This is an optimization exercise on Yosys and OpenROAD, whose aim is small area, a short achievable clock period and few clock cycles per item, not a production implementation.
Only simulation tests tie the RTL to the original design; equivalence was not proved.
Power figures rest on the tool's default switching activity, not on a simulated workload.

==> flow/design.v (outline; a module is shown in full before it is edited, if it fits) <==
// module nlc_param_bank: 117 lines
// module nlc_seq_fsm: 30 lines
// module nlc_step_counter: 19 lines
// module nlc_mac_pipe: 1649 lines
// module nlc_operand_store: 59 lines
// module nlc_top: 122 lines
module nlc_top (
	input  wire                                          clk,
	input  wire                                          reset,
	input  wire                                          wb_cyc_i,
	input  wire                                          wb_stb_i,
	input  wire                                          wb_we_i,
	input  wire [nlc_pkg::ADR_W-1:0]                     wb_adr_i,
	input  wire [nlc_pkg::WORD_W-1:0]                    wb_dat_i,
	output wire [nlc_pkg::WORD_W-1:0]                    wb_dat_o,
	output wire                                          wb_ack_o,
	input  wire                                          start_i,
	input  wire [nlc_pkg::NUM_CH*nlc_pkg::ADC_W-1:0]     x_adc_i,
	output wire                                          busy_o,
	output wire                                          done_o,
	output wire [nlc_pkg::NUM_CH*nlc_pkg::ADC_W-1:0]     x_lin_o
);
  // ...
==> flow/flow/run.sh <==
#!/bin/bash
set -euo pipefail
SETUP_MARGIN=6.3
bash standard.sh SETUP_SLACK_MARGIN=$SETUP_MARGIN finish > standard_make.log 2>&1
==> flow/standard.sh <==
#!/bin/bash
# synth_recipe.tcl (not shown) runs the flow's synth.tcl, then flattens the netlist and writes it again
# the make line also repeats each setting of config.mk as NAME=value (left out here)
make -C /OpenROAD-flow-scripts/flow DESIGN_CONFIG=/design/flow/config.mk WORK_HOME=/design/flow/orfs CLKGATE_MAP_FILE= SYNTH_SCRIPT=/design/flow/synth_recipe.tcl "${@:-finish}"
==> flow/config.mk <==
export PLATFORM = sky130hd
export DESIGN_NAME = nlc_top
export DESIGN_NICKNAME = nlc_top
export VERILOG_FILES = /design/flow/design.v
export SDC_FILE = /design/flow/constraint.sdc
export NUM_CORES = 8
export LEC_CHECK = 0
export CAP_MARGIN = 30
export CORE_MARGIN = 2
export CORE_UTILIZATION = 45
export CTS_CLUSTER_DIAMETER = 100
export CTS_CLUSTER_SIZE = 24
export PLACE_DENSITY = 0.55
export SLEW_MARGIN = 30
==> flow/constraint.sdc <==
create_clock -name core_clock -period 10.0 [get_ports {clk}]
set_input_delay 2.0000 -clock core_clock [delete_from_list [all_inputs] [get_ports {clk}]]
set_output_delay 2.0000 -clock core_clock [all_outputs]
set_load 0.01 [all_outputs]
==> summary.txt, run 1 <==
Yosys
  – Leading register cell type out of synthesis: edfxtp_1
  – Seq/Total Area, Yosys: 47.70%
  – Main area contributors after synthesis: edfxtp_1 33%, fa_1 16%, dfxtp_1 15%
  – Yosys top cell by area: edfxtp_1
  – Most frequent cells after synthesis: 4264 x edfxtp_1, 3707 x inv_1, 3136 x fa_1
  – Synth Area in Adders: about 18%
  – Most common cell in the netlist: edfxtp_1

Setup path
  – CP Cell Sequence: buf_6 -> buf_12 -> buf_6
  – Req. time, crit path: ~8000 ps
  – Instance count on the critical path: 3
  – CP max stage delay: 390 ps

Job
  – Max cap viols: 0

Cells and area
  – Sequential portion of the cell area: 41.76%
  – Dominant class by area: flip-flops and latches
  – Most flops, register: param_bank_i.g_ring.ring_q
  – Non-clk invs: roughly 3800
  – Final non-filler cell area: 447600 um2

GRT
  – Met2 Use GR: 46.79%
  – Largest net degree at the start of global routing: 210
  – Grt peak-use layer: met2

Timing
  – Fin crit share: 39.12%
  – Fmax: 255.6 MHz
  – Final worst slack: 6088 ps
  – Final Max Tran Viols: 0

CTS
  – Post-cts resize count: 3606
  – Reg clk slew, reported paths: 90 ps

Routing
  – Detailed Routing Iterations Pass 1: 9
  – DR iter-0 viols: 38400

Place
  – IO Port Bufs: 671

Power
  – Reg power frac: 45.0%
  – Pwr dens: ~280 nW/um2

Floorplan
  – # rows: 341
  – I/O pins: about 750

Status
  – Status: finished clean
Testbench counts, summed over its fixed seeds: cycles 2,704, conversions 192.
==> run 2, diff against run 1 <==
==> flow/run.sh (new file) <==
#!/bin/bash
# synth_recipe.tcl (not shown) runs the flow's synth.tcl, then flattens the netlist and writes it again
# the make line also repeats each setting of config.mk as NAME=value (left out here)
make -C /OpenROAD-flow-scripts/flow DESIGN_CONFIG=/design/flow/config.mk WORK_HOME=/design/flow/orfs CLKGATE_MAP_FILE= SYNTH_SCRIPT=/design/flow/synth_recipe.tcl finish
--- a/flow/config.mk
+++ b/flow/config.mk
@@ -11,4 +11,5 @@
 export CTS_CLUSTER_DIAMETER = 100
 export CTS_CLUSTER_SIZE = 24
 export PLACE_DENSITY = 0.55
+export SETUP_SLACK_MARGIN = 5
 export SLEW_MARGIN = 30
removed: flow/flow/run.sh
removed: flow/standard.sh
==> run 2 against run 1 <==
Now fails the layout checks on antenna rules. Combinational power decreased by 16%. Clock skew decreased by 2.3 ps. Cell count decreased by 2.3%. Worst hold slack got worse by 32 ps. Die area unchanged. Via count decreased by 4.1%. Design area decreased by 6.2%. Sequential power about the same. Highest routed layer unchanged.
==> summary.txt, run 2 <==
Setup path
  – FF-to-FF path depth: 15 (was 16)
  – CP max-delay cell: xor2_1 (was dfxtp_4)
  – CP endpoint kind: flop (was output pin)
  – Delay-heaviest family, CP: compound AO/OA/AOI/OAI gates (was flip-flops)
  – R2R setup slack: 5130 ps (was 6090 ps)
  – Startpoint types: flop (unchanged)
  – Crit path DAT: 5840 ps (was 1910 ps)
  – CP Cell Sequence: inv_1 -> fa_1 -> inv_1 -> ha_1 -> a41oi_1 -> o221ai_1 -> a221oi_1 -> o41a_1 -> a2111oi_1 -> buf_4 -> or2_1 -> a211o_1 -> a21oi_1 -> xor2_1 -> nor2_1 (was buf_6 -> buf_12 -> buf_6)
  – Crit-path max FO: 6 (was 4)
  – CP dominant cell by count: inv_1 (was buf_6)
  – Req. time, crit path: 10970 ps (was 8000 ps)
  – Reg-to-Reg Start: g_unit[0].mac_pipe_i.cs_q[11] (was g_unit[1].mac_pipe_i.cs_q[8])
  – R2R Path End: g_unit[0].yb_q[8] (was g_unit[1].yb_q[15])
  – Crit path buf inv count: 3 (unchanged)
  – Instance count on the critical path: 15 (was 3)
  – WS Path Type: flop to flop (was flop to output pin)
  – CP max stage delay: 920 ps (was 390 ps)

Cells and area
  – Most frequent cells in the layout: 4264 x edfxtp_1, 3692 x inv_1, 3136 x fa_1 (was 4264 x edfxtp_1, 3565 x inv_1, 2931 x fa_1)
  – Final #Nets: 35840 (was 36900)
  – Final non-filler cell area: 419800 um2 (was 447600 um2)
  – Commonest non-fill, non-tap cell in the layout: edfxtp_1 (unchanged)
  – Most flops, register: param_bank_i.g_ring.ring_q (unchanged)
  – Max FFs per register: 3584 (unchanged)
  – Fin util: 48.73% (was 51.96%)
  – Regs by FF count: param_bank_i.g_ring.ring_q (3584), g_unit.mac_pipe_i.cs_q (1120), param_bank_i.c5_q (512) (unchanged)
  – Share of cells above drive strength 1: 6.494% (was 15.71%)
  – Area growth from synthesis to layout: 8.050% (was 15.21%)

Yosys
  – Most common cell in the netlist: edfxtp_1 (unchanged)
  – Mapped Cells: 32470 (unchanged)
  – Netlist Area Pre-Place: 388500 um2 (unchanged)
  – Synth cell types: 90 (unchanged)
  – Leading register cell type out of synthesis: edfxtp_1 (unchanged)
  – Synth Warn #: 6 (unchanged)
  – Synthesized area per cell: 11.97 um2 (unchanged)
  – Yosys top cell area share: 32.96% (unchanged)
  – Share of flip-flops with an asynchronous set or reset: 0% (unchanged)
  – Main area contributors after synthesis: edfxtp_1 33%, fa_1 16%, dfxtp_1 15% (unchanged)
  – Synth Net Count: 36670 (unchanged)
  – Seq/Total Area, Yosys: 47.70% (unchanged)
  – Yosys top cell by area: edfxtp_1 (unchanged)
  – Most frequent cells after synthesis: 4264 x edfxtp_1, 3707 x inv_1, 3136 x fa_1 (unchanged)
  – Seq cells post-synth: 7124 (unchanged)
  – Number of synthesized flops with an enable pin: 4264 (unchanged)

Worst hold path
  – Hold_sp: g_unit[0].mac_pipe_i.r[22] (unchanged)
  – Worst min-delay path endpoint: g_unit[0].ya_q[6] (unchanged)
  – Hold WC Path Type: flop to flop (unchanged)
  – Hold-critical path depth: 0 (unchanged)

Power
  – Combinational group share of total power: 36.1% (was 40.2%)
  – Clk network pwr share: 15.8% (was 14.8%)
  – Peak VDD IR: 0.0003627 V (was 0.0004553 V)
  – Switching power: 48.51 mW (was 52.09 mW)
  – Leakage Power: 165.3 nW (was 176.9 nW)
  – Reg power frac: 48.0% (was 45.0%)
  – Pwr dens: 277.1 nW/um2 (was 278.8 nW/um2)
  – Internal power: 67.81 mW (was 72.67 mW)
  – Sw Share: 41.70% (was 41.75%)

GRT
  – GRT Residual Overflow: 0 (unchanged)
  – Largest net degree at the start of global routing: 210 (unchanged)
  – Vias in the first global route: 256400 (was 260100)
  – First-pass GRT wire length: 1932000 um (was 1994000 um)
  – GR Util All Layers: 30.88% (was 32.05%)
  – Antenna violations before repair: 205 (was 222)

CTS
  – TritonCTS clock tree: yes (unchanged)
  – Reg clk slew, reported paths: 90 ps (about the same)
  – Clock sink count: 7124 (unchanged)
  – CTS HTree Levels: 5 (unchanged)
  – Clock Tree Buf Depth: 4 (unchanged)
  – CTS buffer count: 383 (unchanged)
  – Worst-skew pair later-pin latency: 1170 ps (was 1180 ps)
  – CTS root buf: clkbuf_16 (unchanged)

Floorplan
  – Chip width: 933.1 um (unchanged)
  – Die height: 933.1 um (unchanged)
  – Starting Density: 45.10% (unchanged)
  – # rows: 341 (unchanged)
  – Die area: 870800 um2 (unchanged)
  – Core area: 861400 um2 (unchanged)
  – I/O pins: 752 (unchanged)

Timing
  – Slew HR: 21.85% (was 20.16%)
  – Fmax: 205.2 MHz (was 255.6 MHz)
  – TNS Setup: 0 ps (unchanged)
  – Final Max Tran Viols: 0 (unchanged)
  – Slew @ Worst Pin: 1171 ps (was 1198 ps)
  – Fin crit share: 48.73% (was 39.12%)
  – RSZ-0062 raised after global routing: no (was yes)
  – Fin crit period: 4873 ps (was 3912 ps)
  – Final setup fails: 0 (unchanged)
  – Final Hold Vio Count: 0 (unchanged)
  – Clock Skews: 92.40 ps (was 94.66 ps)
  – Final Hold Slack: 323.7 ps (was 355.3 ps)

Place
  – GP Congestion: 0.9268 (unchanged)
  – DP Area: 406200 um2 (unchanged)
  – IO Port Bufs: 671 (unchanged)
  – Dpl hpwl: 947900 um (unchanged)

Routing
  – Mean number of vias per cell: 5.934 (was 6.045)
  – Final ANT Viol Nets: 1 (was 0)
  – Via count: 259700 (was 270700)
  – Detailed Routing Iterations Pass 1: 7 (was 9)
  – DR iter-0 viols: 33760 (was 38400)
  – Total Wirelength: 1378000 um (was 1497000 um)
  – WL/cell: 31.48 um (was 33.43 um)
  – DRC Markers: 0 (unchanged)

Status
  – SO Faults: antenna rules
  – Status: failed layout checks (was finished clean)

Job
  – Max cap viols: 0 (unchanged)
==> run 2: cell types whose count changed in the layout (fill, tap and decap cells not counted), moves of 134 or more <==
| cell | delta |
|---|---|
| dfxtp_1 | +462 |
| buf_12 | -422 |
| clkdlybuf4s50_1 | +373 |
| dfxtp_4 | -328 |
| buf_6 | -321 |
| buf_2 | -213 |
| a22oi_1 | +209 |
| a22oi_2 | -209 |
| fa_1 | +205 |
| fa_2 | -205 |
| clkbuf_16 | -176 |
| dfxtp_2 | -134 |
==> run 2: through the flow <==
| step | instances | setup slack [ps] | total power [mW] |
|---|---|---|---|
| global placement | 42720 | 3245 | 96.25 |
| global route | 43570 | 5004 | 122.2 |
| finish | 43760 | 5127 | 116.3 |
| CTS | 43430 | 5068 | 115.8 |
| detailed placement | 42740 | 3440 | 97.01 |
| floorplan | 32470 | -45830 | 78.60 |
==> run 2: cell families after synthesis <==
kind of cell	synth area share, %
adder cells (fa/ha/maj)	18.36
XOR/XNOR	10.27
multiplexers	3.038
AO/OA/AOI/OAI	10.52
AND/OR/NAND/NOR	3.770
buffers and inverters	6.345
flip-flops	47.70
==> run 2: cell type report <==
cell class              count  area [um2]
diodes                    316       790.8
clock buffers             562       10400
clock inverters           135        2087
fillers                 76310      441700
inverters                3783       14210
multi-input cells       18880      179000
flip-flops and latches   7124      185500
well taps               11490       14380
repair buffers           1473       13400
==> run 2: how the worst max path moves through the flow <==
stage                             startpoint                                 end  slack [ps]
2_1_floorplan            param_bank_i.pend_q    param_bank_i.g_ring[0].ring_q[0]      -45830
3_3_place_gp                           reset  g_unit[4].operand_store_i.m0_q[28]        3250
3_5_place_dp                           reset  g_unit[6].operand_store_i.m0_q[11]        3440
4_1_cts        g_unit[6].mac_pipe_i.cs_q[11]                  g_unit[6].yb_q[14]        5070
5_1_grt        g_unit[0].mac_pipe_i.cs_q[11]                   g_unit[0].yb_q[8]        5000
6_report       g_unit[0].mac_pipe_i.cs_q[11]                   g_unit[0].yb_q[8]        5130
==> run 2: power groups by stage <==
stage                     sequential [mW]  combinational, mW  clock, mW
after global routing                 56.6               45.8       19.8
final                                55.9               42.0       18.4
after floorplan                      51.4               27.2          0
after detailed placement             55.9               41.1          0
after global placement               55.7               40.6          0
after CTS                            55.5               41.5       18.8
==> run 2: what timing repair did <==
item                                   in CTS  in global routing
hold buffers                                0                  0
resized for setup                           6                  4
setup endpoints to repair                  40                  7
setup buffers                               1                  0
pin swaps                                   1                  0
endpoints found under the hold margin       0                  0
==> run 2: per-layer routing <==
metal / part of all wire [%] / GRT usage, % / vias up
met4: 5.5 / 14.19 / 64
met1: 40 / 42.48 / 132400
met2: 43 / 45.52 / 15660
met3: 12 / 8.659 / 3219
li1: - / - / 108400
met5: 0.035 / 0.05447 / -
==> run 2: worst reg2reg max path, cell delays in order, from the launching register on <==
cell,delay (ps)
dfxtp_1,310
inv_1,50
fa_1,520
inv_1,40
ha_1,320
a41oi_1,240
o221ai_1,160
a221oi_1,410
o41a_1,490
a2111oi_1,180
buf_4,190
or2_1,270
a211o_1,320
a21oi_1,190
xor2_1,920
nor2_1,120
==> module nlc_top, before the edit <==
module nlc_top (
	input  wire                                          clk,
	input  wire                                          reset,
	input  wire                                          wb_cyc_i,
	input  wire                                          wb_stb_i,
	input  wire                                          wb_we_i,
	input  wire [nlc_pkg::ADR_W-1:0]                     wb_adr_i,
	input  wire [nlc_pkg::WORD_W-1:0]                    wb_dat_i,
	output wire [nlc_pkg::WORD_W-1:0]                    wb_dat_o,
	output wire                                          wb_ack_o,
	input  wire                                          start_i,
	input  wire [nlc_pkg::NUM_CH*nlc_pkg::ADC_W-1:0]     x_adc_i,
	output wire                                          busy_o,
	output wire                                          done_o,
	output wire [nlc_pkg::NUM_CH*nlc_pkg::ADC_W-1:0]     x_lin_o
);
	logic                   en;
	logic [PH_W-1:0]        ph;
	logic [PH_W-1:0]        ph_nx;
	logic                   accept;
	logic                   waiting;
	logic                   first;
	logic                   run;
	logic [NUM_UNIT*32-1:0] tap;
	logic [NUM_CH*32-1:0]   c5;
	logic [NUM_CH*16-1:0]   x_q;
	logic [NUM_CH*16-1:0]   x_cur;
	logic                   ld_sb, ld_c5a, ld_c5b, ld_m1, cap, last;
	nlc_step_counter step_counter_i (
		.clk     (clk),
		.en_i    (en),
		.ph_o    (ph),
		.ph_nx_o (ph_nx)
	);
	nlc_seq_fsm seq_fsm_i (
		.clk      (clk),
		.reset    (reset),
		.start_i  (start_i),
		.ph_i     (ph),
		.accept_o (accept),
		.wait_o   (waiting),
		.first_o  (first),
		.run_o    (run),
		.busy_o   (busy_o),
		.done_o   (done_o)
	);
	nlc_param_bank param_bank_i (
		.clk      (clk),
		.reset    (reset),
		.wb_cyc_i (wb_cyc_i),
		.wb_stb_i (wb_stb_i),
		.wb_we_i  (wb_we_i),
		.wb_adr_i (wb_adr_i),
		.wb_dat_i (wb_dat_i),
		.wb_dat_o (wb_dat_o),
		.wb_ack_o (wb_ack_o),
		.busy_i   (busy_o),
		.turn_i   (waiting || run),
		.ph_i     (ph),
		.ph_nx_i  (ph_nx),
		.en_o     (en),
		.tap_o    (tap),
		.c5_o     (c5)
	);
	always_comb begin
		for (int ch = 0; ch < NUM_CH; ch++) begin
			x_cur[ch*16 +: 16] = accept ? x_adc_i[ch*ADC_W +: 16] : x_q[ch*16 +: 16];
		end
	end
	always_ff @(posedge clk) begin
		x_q <= x_cur;
	end
	assign ld_sb  = run && (ph == PH_W'(1));
	assign ld_c5a = run && (ph == PH_W'(2));
	assign ld_c5b = run && (ph == PH_W'(3));
	assign ld_m1  = run && (ph >= PH_W'(4)) && (ph <= PH_W'(11));
	assign cap    = run && ((ph == PH_W'(3)) || (ph == PH_W'(4)));
	assign last   = run && (ph == PH_W'(RING_LEN - 1));
	for (genvar u = 0; u < NUM_UNIT; u++) begin : g_unit
		logic [15:0] one, two, neg;
		logic [31:0] r;
		logic [31:0] rn;
		logic [31:0] rs;
		logic [20:0] ya_q;
		logic [20:0] yb_q;
		nlc_operand_store operand_store_i (
			.clk      (clk),
			.ld_sa_i  (first),
			.ld_sb_i  (ld_sb),
			.ld_c5a_i (ld_c5a),
			.ld_c5b_i (ld_c5b),
			.ld_m1_i  (ld_m1),
			.cap_i    (cap),
			.xa_i     (x_cur[(2*u)*16 +: 16]),
			.xb_i     (x_q[(2*u+1)*16 +: 16]),
			.c5a_i    (c5[(2*u)*32 +: 32]),
			.c5b_i    (c5[(2*u+1)*32 +: 32]),
			.r_i      (r),
			.one_o    (one),
			.two_o    (two),
			.neg_o    (neg)
		);
		nlc_mac_pipe mac_pipe_i (
			.clk (clk),
			.a   (r),
			.an  (rn),
			.one (one),
			.two (two),
			.neg (neg),
			.c   (tap[u*32 +: 32]),
			.r   (r),
			.rn  (rn),
			.rs  (rs)
		);
		always_ff @(posedge clk) begin
			ya_q <= {{5{r[31]}}, r[31:16]};
			yb_q <= last ? {{5{rs[31]}}, rs[31:16]} : '0;
		end
		assign x_lin_o[(2*u)*ADC_W +: ADC_W]   = ya_q;
		assign x_lin_o[(2*u+1)*ADC_W +: ADC_W] = yb_q;
	end
endmodule
==> run 3, diff against run 2 <==
--- a/flow/design.v
+++ b/flow/design.v
@@ -1927,7 +1927,7 @@
 	logic [NUM_CH*32-1:0]   c5;
 	logic [NUM_CH*16-1:0]   x_q;
 	logic [NUM_CH*16-1:0]   x_cur;
-	logic                   ld_sb, ld_c5a, ld_c5b, ld_m1, cap, last;
+	logic                   ld_sb, ld_c5a, ld_c5b, ld_m1, cap;
 	nlc_step_counter step_counter_i (
 		.clk     (clk),
 		.en_i    (en),
@@ -1977,14 +1977,12 @@
 	assign ld_c5b = run && (ph == PH_W'(3));
 	assign ld_m1  = run && (ph >= PH_W'(4)) && (ph <= PH_W'(11));
 	assign cap    = run && ((ph == PH_W'(3)) || (ph == PH_W'(4)));
-	assign last   = run && (ph == PH_W'(RING_LEN - 1));
 	for (genvar u = 0; u < NUM_UNIT; u++) begin : g_unit
 		logic [15:0] one, two, neg;
 		logic [31:0] r;
 		logic [31:0] rn;
 		logic [31:0] rs;
 		logic [20:0] ya_q;
-		logic [20:0] yb_q;
 		nlc_operand_store operand_store_i (
 			.clk      (clk),
 			.ld_sa_i  (first),
@@ -2016,10 +2014,9 @@
 		);
 		always_ff @(posedge clk) begin
 			ya_q <= {{5{r[31]}}, r[31:16]};
-			yb_q <= last ? {{5{rs[31]}}, rs[31:16]} : '0;
 		end
 		assign x_lin_o[(2*u)*ADC_W +: ADC_W]   = ya_q;
-		assign x_lin_o[(2*u+1)*ADC_W +: ADC_W] = yb_q;
+		assign x_lin_o[(2*u+1)*ADC_W +: ADC_W] = {{5{r[31]}}, r[31:16]};
 	end
 endmodule
 `default_nettype wire
==> flow/flow/run.sh (new file) <==
#!/bin/bash
set -euo pipefail
SETUP_MARGIN=6.3
bash standard.sh SETUP_SLACK_MARGIN=$SETUP_MARGIN MAX_REPAIR_ANTENNAS_ITER_DRT=10 finish > standard_make.log 2>&1
==> flow/standard.sh (new file) <==
#!/bin/bash
# synth_recipe.tcl (not shown) runs the flow's synth.tcl, then flattens the netlist and writes it again
# the make line also repeats each setting of config.mk as NAME=value (left out here)
make -C /OpenROAD-flow-scripts/flow DESIGN_CONFIG=/design/flow/config.mk WORK_HOME=/design/flow/orfs CLKGATE_MAP_FILE= SYNTH_SCRIPT=/design/flow/synth_recipe.tcl "${@:-finish}"
--- a/flow/config.mk
+++ b/flow/config.mk
@@ -11,5 +11,4 @@
 export CTS_CLUSTER_DIAMETER = 100
 export CTS_CLUSTER_SIZE = 24
 export PLACE_DENSITY = 0.55
-export SETUP_SLACK_MARGIN = 5
 export SLEW_MARGIN = 30
removed: flow/run.sh
==> run 3 against run 2 <==
The run now finishes clean. Cell count shrank 0.21%. Largest power group unchanged. Critical endpoint is now g_unit[6].mac_pipe_i.rn[28]. Clock-buffer cell count shrank 26. Critical path type unchanged. Synthesized area shrank 1.4%.
==> summary.txt, run 3 <==
CTS
  – CTS buffer count: 374 (was 383)
  – Clock Tree Buf Depth: 4 (unchanged)
  – Worst-skew pair later-pin latency: 1170 ps (about the same)
  – Reg clk slew, reported paths: 90 ps (about the same)
  – CTS Hold Buffers Added: 0 (unchanged)
  – CTS HTree Levels: 5 (unchanged)
  – CTS root buf: clkbuf_16 (unchanged)
  – Clock sink count: 6996 (was 7124)
  – TritonCTS clock tree: yes (unchanged)

Yosys
  – Synthesized area per cell: 12.04 um2 (was 11.97 um2)
  – Most common cell in the netlist: edfxtp_1 (unchanged)
  – Synth Warn #: 6 (unchanged)
  – Netlist Area Pre-Place: 383200 um2 (was 388500 um2)
  – Share of flip-flops with an asynchronous set or reset: 0% (unchanged)
  – Seq/Total Area, Yosys: 47.69% (was 47.70%)
  – Main area contributors after synthesis: edfxtp_1 33%, fa_1 16%, dfxtp_1 14% (was edfxtp_1 33%, fa_1 16%, dfxtp_1 15%)
  – Yosys top cell area share: 33.42% (was 32.96%)
  – Leading register cell type out of synthesis: edfxtp_1 (unchanged)
  – Number of synthesized flops with an enable pin: 4264 (unchanged)
  – Yosys top cell by area: edfxtp_1 (unchanged)
  – Seq cells post-synth: 6996 (was 7124)
  – Mapped Cells: 31840 (was 32470)
  – Synth cell types: 79 (was 90)
  – Most frequent cells after synthesis: 4264 x edfxtp_1, 3670 x inv_1, 3136 x fa_1 (was 4264 x edfxtp_1, 3707 x inv_1, 3136 x fa_1)
  – Synth Net Count: 36040 (was 36670)

GRT
  – GR Util All Layers: 33.00% (was 30.88%)
  – Vias in the first global route: 254700 (was 256400)
  – Largest net degree at the start of global routing: 195 (was 210)
  – First-pass GRT wire length: 2010000 um (was 1932000 um)
  – Antenna violations before repair: 249 (was 205)
  – GRT Residual Overflow: 0 (unchanged)

Setup path
  – CP endpoint kind: flop (unchanged)
  – Crit path launch: g_unit[6].mac_pipe_i.cs_q[25] (was g_unit[0].mac_pipe_i.cs_q[11])
  – FF-to-FF path depth: 13 (was 15)
  – Crit path DAT: 5070 ps (was 5840 ps)
  – Startpoint types: flop (unchanged)
  – Crit-path max FO: 3 (was 6)
  – Reg-to-Reg Start: g_unit[6].mac_pipe_i.cs_q[25] (was g_unit[0].mac_pipe_i.cs_q[11])
  – Req. time, crit path: 11020 ps (was 10970 ps)
  – Worst Setup EP: g_unit[6].mac_pipe_i.rn[28] (was g_unit[0].yb_q[8])
  – WS Path Type: flop to flop (unchanged)
  – R2R setup slack: 5960 ps (was 5130 ps)
  – R2R Path End: g_unit[6].mac_pipe_i.rn[28] (was g_unit[0].yb_q[8])

Cells and area
  – Most flops, register: param_bank_i.g_ring.ring_q (unchanged)
  – Regs by FF count: param_bank_i.g_ring.ring_q (3584), g_unit.mac_pipe_i.cs_q (1120), param_bank_i.c5_q (512) (unchanged)
  – # fillers: 72270 (was 76310)
  – Share of cells above drive strength 1: 16.97% (was 6.494%)
  – Area of the multi-input gates: 183100 um2 (was 179000 um2)
  – Final #Nets: 36100 (was 35840)
  – Area growth from synthesis to layout: 14.88% (was 8.050%)
  – Max FFs per register: 3584 (unchanged)
  – Register area: 184100 um2 (was 185500 um2)
  – Most frequent cells in the layout: 4264 x edfxtp_1, 3444 x inv_1, 2728 x fa_1 (was 4264 x edfxtp_1, 3692 x inv_1, 3136 x fa_1)
  – Commonest non-fill, non-tap cell in the layout: edfxtp_1 (unchanged)

Floorplan
  – Core area: 847900 um2 (was 861400 um2)
  – Starting Density: 45.19% (was 45.10%)
  – Die area: 858900 um2 (was 870800 um2)
  – # rows: 338 (was 341)
  – Die height: 926.7 um (was 933.1 um)
  – Chip width: 926.7 um (was 933.1 um)
  – I/O pins: 752 (unchanged)

Place
  – Dpl hpwl: 934800 um (was 947900 um)
  – GP Congestion: 0.9342 (was 0.9268)
  – IO Port Bufs: 671 (unchanged)

Timing
  – Fin crit share: 40.42% (was 48.73%)
  – TNS Setup: 0 ps (unchanged)
  – Final Max Tran Viols: 0 (unchanged)
  – Fin crit period: 4042 ps (was 4873 ps)
  – RSZ-0062 raised after global routing: yes (was no)
  – Clock Skews: 91.74 ps (was 92.40 ps)
  – Final setup fails: 0 (unchanged)
  – Final Hold Vio Count: 0 (unchanged)
  – Slew HR: 20.53% (was 21.85%)
  – Slew @ Worst Pin: 1192 ps (was 1171 ps)
  – Fmax: 247.4 MHz (was 205.2 MHz)
  – Final Hold Slack: 371.7 ps (was 323.7 ps)

Power
  – Reg power frac: 44.7% (was 48.0%)
  – Internal power: 73.05 mW (was 67.81 mW)
  – Peak VDD IR: 0.0002783 V (was 0.0003627 V)
  – Leakage Power: 174.7 nW (was 165.3 nW)
  – Clk network pwr share: 14.4% (was 15.8%)
  – Pwr dens: 282.1 nW/um2 (was 277.1 nW/um2)
  – Combinational group share of total power: 40.9% (was 36.1%)
  – Switching power: 51.14 mW (was 48.51 mW)
  – Sw Share: 41.18% (was 41.70%)

Worst hold path
  – Hold WC Path Type: flop to flop (unchanged)
  – Hold_sp: param_bank_i.g_ring[1].ring_q[240] (was g_unit[0].mac_pipe_i.r[22])

Routing
  – Highest Signal Layer: met5 (unchanged)
  – Detailed Routing Iterations Pass 1: 9 (was 7)
  – DR iter-0 viols: 38520 (was 33760)
  – Mean number of vias per cell: 6.102 (was 5.934)
  – WL met3: 206700 um (was 160500 um)
  – DRC Markers: 0 (unchanged)
  – Total Wirelength: 1504000 um (was 1378000 um)
  – Metal-1 WL: 585500 um (was 550500 um)
  – WL met2: 617100 um (was 590000 um)
  – Final ANT Viol Nets: 0 (was 1)
  – Via count: 266400 (was 259700)
  – WL/cell: 34.44 um (was 31.48 um)

Job
  – Max cap viols: 0 (unchanged)

Status
  – Status: finished clean (was failed layout checks)
==> run 3: changes by cell type after synthesis, sizes merged, moves of 42 or more <==
cell	before	now
dfxtp	2860	2732
mux2	448	331
xor2	1783	1825
nor3	250	106
a222oi	0	43
nor2	1419	1128
nand2	1396	1739
a211oi	217	166
a21oi	820	547
buf	676	758
inv	3741	3688
==> run 3: layout make-up <==
cell class                      count  area share [%]
Antenna cell                      262          0.1489
Clock buffer                      536           2.300
Clock inverter                    123          0.4096
Inverter                         3721           3.252
Multi-Input combinational cell  18370           41.60
Sequential cell                  6996           41.83
Tap cell                        11220           3.189
Timing Repair Buffer             2430           7.251
Timing Repair inverter              7         0.01194
==> run 3: kinds of logic after synthesis <==
group | count (synthesis) | synth area share [%]
compound gates | 5874 | 10.32
xor+xnor | 4601 | 10.52
fa+ha+maj | 3820 | 18.62
buf+inv | 6474 | 6.559
flops | 6996 | 47.69
mux | 714 | 2.705
simple gates | 3358 | 3.587
==> run 3: routing by layer <==
layer	GRT usage, %	vias up
met5	0	-
met4	16.42	74
met3	10.43	3807
met2	46.46	18690
met1	46.04	136100
li1	-	107800
==> run 3: worst min path at each step <==
stage	endpoint	cells past startpoint	slack [ps]
2_1_floorplan	g_unit[0].mac_pipe_i.cs_q[10]	0	330
3_3_place_gp	g_unit[3].ya_q[9]	0	390
3_5_place_dp	g_unit[3].ya_q[8]	0	400
4_1_cts	param_bank_i.g_ring[1].ring_q[143]	0	380
5_1_grt	param_bank_i.g_ring[3].ring_q[137]	0	390
6_report	param_bank_i.g_ring[1].ring_q[208]	0	370
==> run 3: worst max-delay path, stage by stage (launching register included) <==
cell and delay, ps:
dfxtp_2 330, fa_1 480, ha_1 300, a21o_1 160
a21o_1 190, or3_1 390, o211a_4 280, a221o_2 440
a211oi_4 300, o31a_4 250, o21ai_2 60, a221o_1 380
a21o_1 220, xnor2_2 150
==> run 3: timing repair <==
action,in CTS,in global routing
cloned,102,107
buffers inserted,484,301
endpoints found under the setup margin,4759,2229
resized for setup,3976,1919
pin swaps,463,1010
==> run 3: power groups by stage <==
| stage | logic (mW) | clock network, mW | registers [mW] |
|---|---|---|---|
| 2_1_floorplan | 27.7 | 0 | 53.1 |
| 3_3_place_gp | 38.5 | 0 | 55.7 |
| 3_5_place_dp | 39.1 | 0 | 56.0 |
| 4_1_cts | 46.7 | 18.3 | 54.9 |
| 5_1_grt | 54.5 | 19.1 | 56.1 |
| 6_report | 50.8 | 17.9 | 55.5 |
==> run 3: through the flow <==
stage	instance area (um2)	setup slack, ps	cells	utilization [%]	power [mW]
after global placement	399300	3199	41730	47.09	94.26
after floorplan	383200	-87410	31840	-	80.73
final	440200	5958	43670	51.91	124.2
after CTS	427200	5943	43000	50.38	119.8
after detailed placement	399800	3221	41750	47.16	95.13
after global routing	439700	5806	43480	51.86	129.7
Testbench counts of run 3, summed over its fixed seeds: cycles 2,704, conversions 192.
==> run 4, diff against run 3 <==
==> flow/flow/run.sh (replaced) <==
#!/bin/bash
set -euo pipefail
SETUP_MARGIN=6.1
bash standard.sh SETUP_SLACK_MARGIN=$SETUP_MARGIN MAX_REPAIR_ANTENNAS_ITER_DRT=10 finish > standard_make.log 2>&1
--- a/flow/config.mk
+++ b/flow/config.mk
@@ -7,8 +7,8 @@
 export LEC_CHECK = 0
 export CAP_MARGIN = 30
 export CORE_MARGIN = 2
-export CORE_UTILIZATION = 45
+export CORE_UTILIZATION = 50
 export CTS_CLUSTER_DIAMETER = 100
 export CTS_CLUSTER_SIZE = 24
-export PLACE_DENSITY = 0.55
+export PLACE_DENSITY = 0.6
 export SLEW_MARGIN = 30
==> run 4 against run 3 <==
Core utilization rose by 3.5 points. Fmax fell by 2.0%. Clock power barely moved. Critical endpoint is now g_unit[6].mac_pipe_i.r[28]. Largest cell class unchanged.
==> summary.txt, run 4 <==
CTS
  – TritonCTS clock tree: yes (unchanged)
  – CTS root buf: clkbuf_16 (unchanged)
  – Clock Tree Buf Depth: 4 (unchanged)
  – Worst-skew pair later-pin latency: 1110 ps (was 1170 ps)
  – CTS HTree Levels: 5 (unchanged)
  – CTS buffer count: 363 (was 374)
  – CTS Hold Buffers Added: 0 (unchanged)
  – Clock sink count: 6996 (unchanged)
  – Reg clk slew, reported paths: 100 ps (was 90 ps)

Floorplan
  – Die area: 773300 um2 (was 858900 um2)
  – I/O pins: 752 (unchanged)
  – Starting Density: 50.16% (was 45.19%)
  – Core area: 763900 um2 (was 847900 um2)
  – Chip width: 879.4 um (was 926.7 um)
  – Die height: 879.4 um (was 926.7 um)
  – # rows: 321 (was 338)

GRT
  – GR Util All Layers: 35.41% (was 33.00%)
  – Antenna violations before repair: 268 (was 249)
  – Largest net degree at the start of global routing: 183 (was 195)
  – GRT Residual Overflow: 0 (unchanged)
  – Vias in the first global route: 254500 (was 254700)
  – First-pass GRT wire length: 1946000 um (was 2010000 um)

Cells and area
  – Area growth from synthesis to layout: 10.41% (was 14.88%)
  – Final #Nets: 35560 (was 36100)
  – Share of cells above drive strength 1: 10.23% (was 16.97%)
  – Regs by FF count: param_bank_i.g_ring.ring_q (3584), g_unit.mac_pipe_i.cs_q (1120), param_bank_i.c5_q (512) (unchanged)
  – Max FFs per register: 3584 (unchanged)
  – Most flops, register: param_bank_i.g_ring.ring_q (unchanged)
  – Most frequent cells in the layout: 4264 x edfxtp_1, 3627 x inv_1, 3126 x fa_1 (was 4264 x edfxtp_1, 3444 x inv_1, 2728 x fa_1)
  – Commonest non-fill, non-tap cell in the layout: edfxtp_1 (unchanged)

Yosys
  – Synth Net Count: 36040 (unchanged)
  – Yosys top cell area share: 33.42% (unchanged)
  – Synth Warn #: 6 (unchanged)
  – Yosys top cell by area: edfxtp_1 (unchanged)
  – Synth cell types: 79 (unchanged)
  – Synthesized area per cell: 12.04 um2 (unchanged)
  – Share of flip-flops with an asynchronous set or reset: 0% (unchanged)
  – Number of synthesized flops with an enable pin: 4264 (unchanged)
  – Main area contributors after synthesis: edfxtp_1 33%, fa_1 16%, dfxtp_1 14% (unchanged)
  – Leading register cell type out of synthesis: edfxtp_1 (unchanged)
  – Seq/Total Area, Yosys: 47.69% (unchanged)
  – Netlist Area Pre-Place: 383200 um2 (unchanged)
  – Most common cell in the netlist: edfxtp_1 (unchanged)
  – Seq cells post-synth: 6996 (unchanged)
  – Mapped Cells: 31840 (unchanged)
  – Most frequent cells after synthesis: 4264 x edfxtp_1, 3670 x inv_1, 3136 x fa_1 (unchanged)

Worst hold path
  – Hold WC Path Type: flop to flop (unchanged)

Timing
  – Clock Skews: 62.12 ps (was 91.74 ps)
  – RSZ-0062 raised after global routing: yes (unchanged)
  – Slew @ Worst Pin: 1234 ps (was 1192 ps)
  – TNS Setup: 0 ps (unchanged)
  – Final Hold Slack: 376.8 ps (was 371.7 ps)
  – Fin crit share: 41.26% (was 40.42%)
  – Fin crit period: 4126 ps (was 4042 ps)
  – Slew HR: 17.49% (was 20.53%)
  – Final setup fails: 0 (unchanged)
  – Final Hold Vio Count: 0 (unchanged)
  – Fmax: 242.3 MHz (was 247.4 MHz)
  – Final Max Tran Viols: 0 (unchanged)

Routing
  – Total Wirelength: 1413000 um (was 1504000 um)
  – Via count: 263900 (was 266400)
  – Final ANT Viol Nets: 0 (unchanged)
  – DR iter-0 viols: 39390 (was 38520)
  – WL/cell: 33.55 um (was 34.44 um)
  – Mean number of vias per cell: 6.266 (was 6.102)
  – Detailed Routing Iterations Pass 1: 8 (was 9)
  – DRC Markers: 0 (unchanged)

Setup path
  – Delay-heaviest family, CP: compound AO/OA/AOI/OAI gates (unchanged)
  – Crit path DAT: 5080 ps (was 5070 ps)
  – Crit-path max FO: 5 (was 3)
  – CP dominant cell by count: a21o_1 (unchanged)
  – Req. time, crit path: 10960 ps (was 11020 ps)
  – CP max-delay cell: fa_1 (unchanged)
  – CP endpoint kind: flop (unchanged)
  – WS Path Type: flop to flop (unchanged)
  – CP Cell Sequence: fa_1 -> ha_1 -> a21o_1 -> a21o_1 -> or3_4 -> o211a_4 -> a221o_2 -> a211oi_4 -> o31a_4 -> o21ai_2 -> a221o_1 -> a21o_1 -> xor2_1 (was fa_1 -> ha_1 -> a21o_1 -> a21o_1 -> or3_1 -> o211a_4 -> a221o_2 -> a211oi_4 -> o31a_4 -> o21ai_2 -> a221o_1 -> a21o_1 -> xnor2_2)
  – CP max stage delay: 480 ps (about the same)
  – Startpoint types: flop (unchanged)
  – Crit path buf inv count: 0 (unchanged)

Place
  – Dpl hpwl: 912400 um (was 934800 um)
  – IO Port Bufs: 671 (unchanged)
  – GP Congestion: 0.9496 (was 0.9342)

Power
  – Combinational group share of total power: 38.9% (was 40.9%)
  – Pwr dens: 281.7 nW/um2 (was 282.1 nW/um2)
  – Total power: 119.2 mW (was 124.2 mW)
  – Internal power: 70.41 mW (was 73.05 mW)
  – Leakage Power: 169.0 nW (was 174.7 nW)
  – Switching power: 48.74 mW (was 51.14 mW)
  – Reg power frac: 46.4% (was 44.7%)
  – Peak VDD IR: 0.0003300 V (was 0.0002783 V)
  – Sw Share: 40.91% (was 41.18%)
  – Clk network pwr share: 14.8% (was 14.4%)

Job
  – Max cap viols: 0 (unchanged)

Status
  – Status: finished clean (unchanged)
==> run 4: cell count changes in the layout (fill, tap and decap cells not counted), sizes merged, moves of 8 or more <==
cell,before,now
diode,262,270
buf,1957,1185
clkdlybuf4s15,4,68
clkinvlp,39,16
clkbuf,656,640
dlygate4sd2,0,238
bufbuf,52,67
inv,3736,3717
==> run 4: per-stage QoR <==
stage / cell area, um2 / worst slack (ps) / std cells / util [%]
6_report: 423000 / 5874 / 42120 / 55.38
5_1_grt: 422600 / 5789 / 41950 / 55.32
4_1_cts: 418000 / 5867 / 41750 / 54.72
3_5_place_dp: 398400 / 3263 / 40690 / 52.15
3_3_place_gp: 397800 / 3282 / 40670 / 52.08
2_1_floorplan: 383200 / -87410 / 31840 / -
==> run 4: worst reg2reg max path, delay by kind of cell (launching register included) <==
kind                     cells  cell delay, ps
flip-flops                   1             330
adder cells (fa/ha/maj)      2             780
AO/OA/AOI/OAI                9            2340
XOR/XNOR                     1             140
AND/OR/NAND/NOR              1             390
==> run 4: cell type report <==
cell class,instances,area [um2]
Clock buffer,587,10240
Inverter,3721,14090
Tap cell,10170,12730
Fill cell,63540,340900
Antenna cell,270,675.6
Clock inverter,93,1466
Timing Repair inverter,2,12.51
Multi-Input combinational cell,18370,177600
Sequential cell,6996,183800
Timing Repair Buffer,1909,22470
==> run 4: timing repair <==
item / in CTS / in global routing
resized for setup: 1637 / 820
hold endpoints to repair: 0 / 0
buffers inserted: 301 / 84
pin swaps: 64 / 134
endpoints found under the setup margin: 3772 / 2517
gates cloned: 74 / 15
==> run 4: final timing paths <==
kind	startpoint	to	slack (ps)	cells after the start
setup reg to reg	g_unit[6].mac_pipe_i.cs_q[25]	g_unit[6].mac_pipe_i.r[28]	5870	13
setup / recovery	g_unit[6].mac_pipe_i.cs_q[25]	g_unit[6].mac_pipe_i.r[28]	5870	13
hold reg to reg	g_unit[4].mac_pipe_i.r[18]	g_unit[4].ya_q[2]	380	0
hold / removal	g_unit[4].mac_pipe_i.r[18]	g_unit[4].ya_q[2]	380	0
==> run 4: cell families (layout without fill, tap and decap cells) <==
family / count (synthesis) / count (layout) / share of synthesized area [%]
compound gates: 5874 / 5874 / 10.32
xor+xnor: 4601 / 4601 / 10.52
fa+ha+maj: 3820 / 3820 / 18.62
buf+inv: 6474 / 6312 / 6.559
flops: 6996 / 6996 / 47.69
mux: 714 / 714 / 2.705
other cells: 0 / 270 / 0
simple gates: 3358 / 3359 / 3.587
==> run 4: power by group through the flow <==
stage          combinational [mW]  sequential [mW]  clock [mW]
6_report                     46.3             55.2        17.6
3_5_place_dp                 38.8             56.0           0
4_1_cts                      44.1             54.7        17.9
3_3_place_gp                 37.9             55.7           0
5_1_grt                      49.9             55.8        18.8
2_1_floorplan                27.7             53.1           0
==> run 4: layer usage <==
layer,vias up,global-route usage [%],routed length (um)
met4,86,18.87,93960
met1,133600,49.09,543200
met3,4113,12.68,207300
met5,-,0.4860,799
li1,106700,-,-
met2,19450,48.60,567800

-- what the ideal ports hide --
Ports are ideal in the flow. The routed layouts listed here were re-timed in OpenROAD. Step 1: set_driving_cell puts a clkbuf_16 on clk and a buf_2 on each other input, an assumption about the parent block. Step 2 adds t to the input delays and takes it off the output delays; t is the mean of the earliest and latest rising clock arrival at the registers after step 1. Input paths then give back, and output paths get back, about the clock's delay inside the block. a / b / c = no drivers / after step 1 / after step 2; a / b = the first two.
run | t (ns) | setup WS [ns] | worst slew at a driven data input, ns
run 1 | 1.284 | 6.088 / 5.934 / 5.123 | 0.24
run 2 | 1.262 | 5.127 / 5.127 / 4.049 | 0.21
run 3 | 1.290 | 5.958 / 5.904 / 5.064 | 0.26
run 4 | 1.240 | 5.874 / 5.874 / 4.964 | 0.31
The setup slack of run 2, which loses most, moves by 0.000 ns with the drivers and by -1.078 ns with both steps.
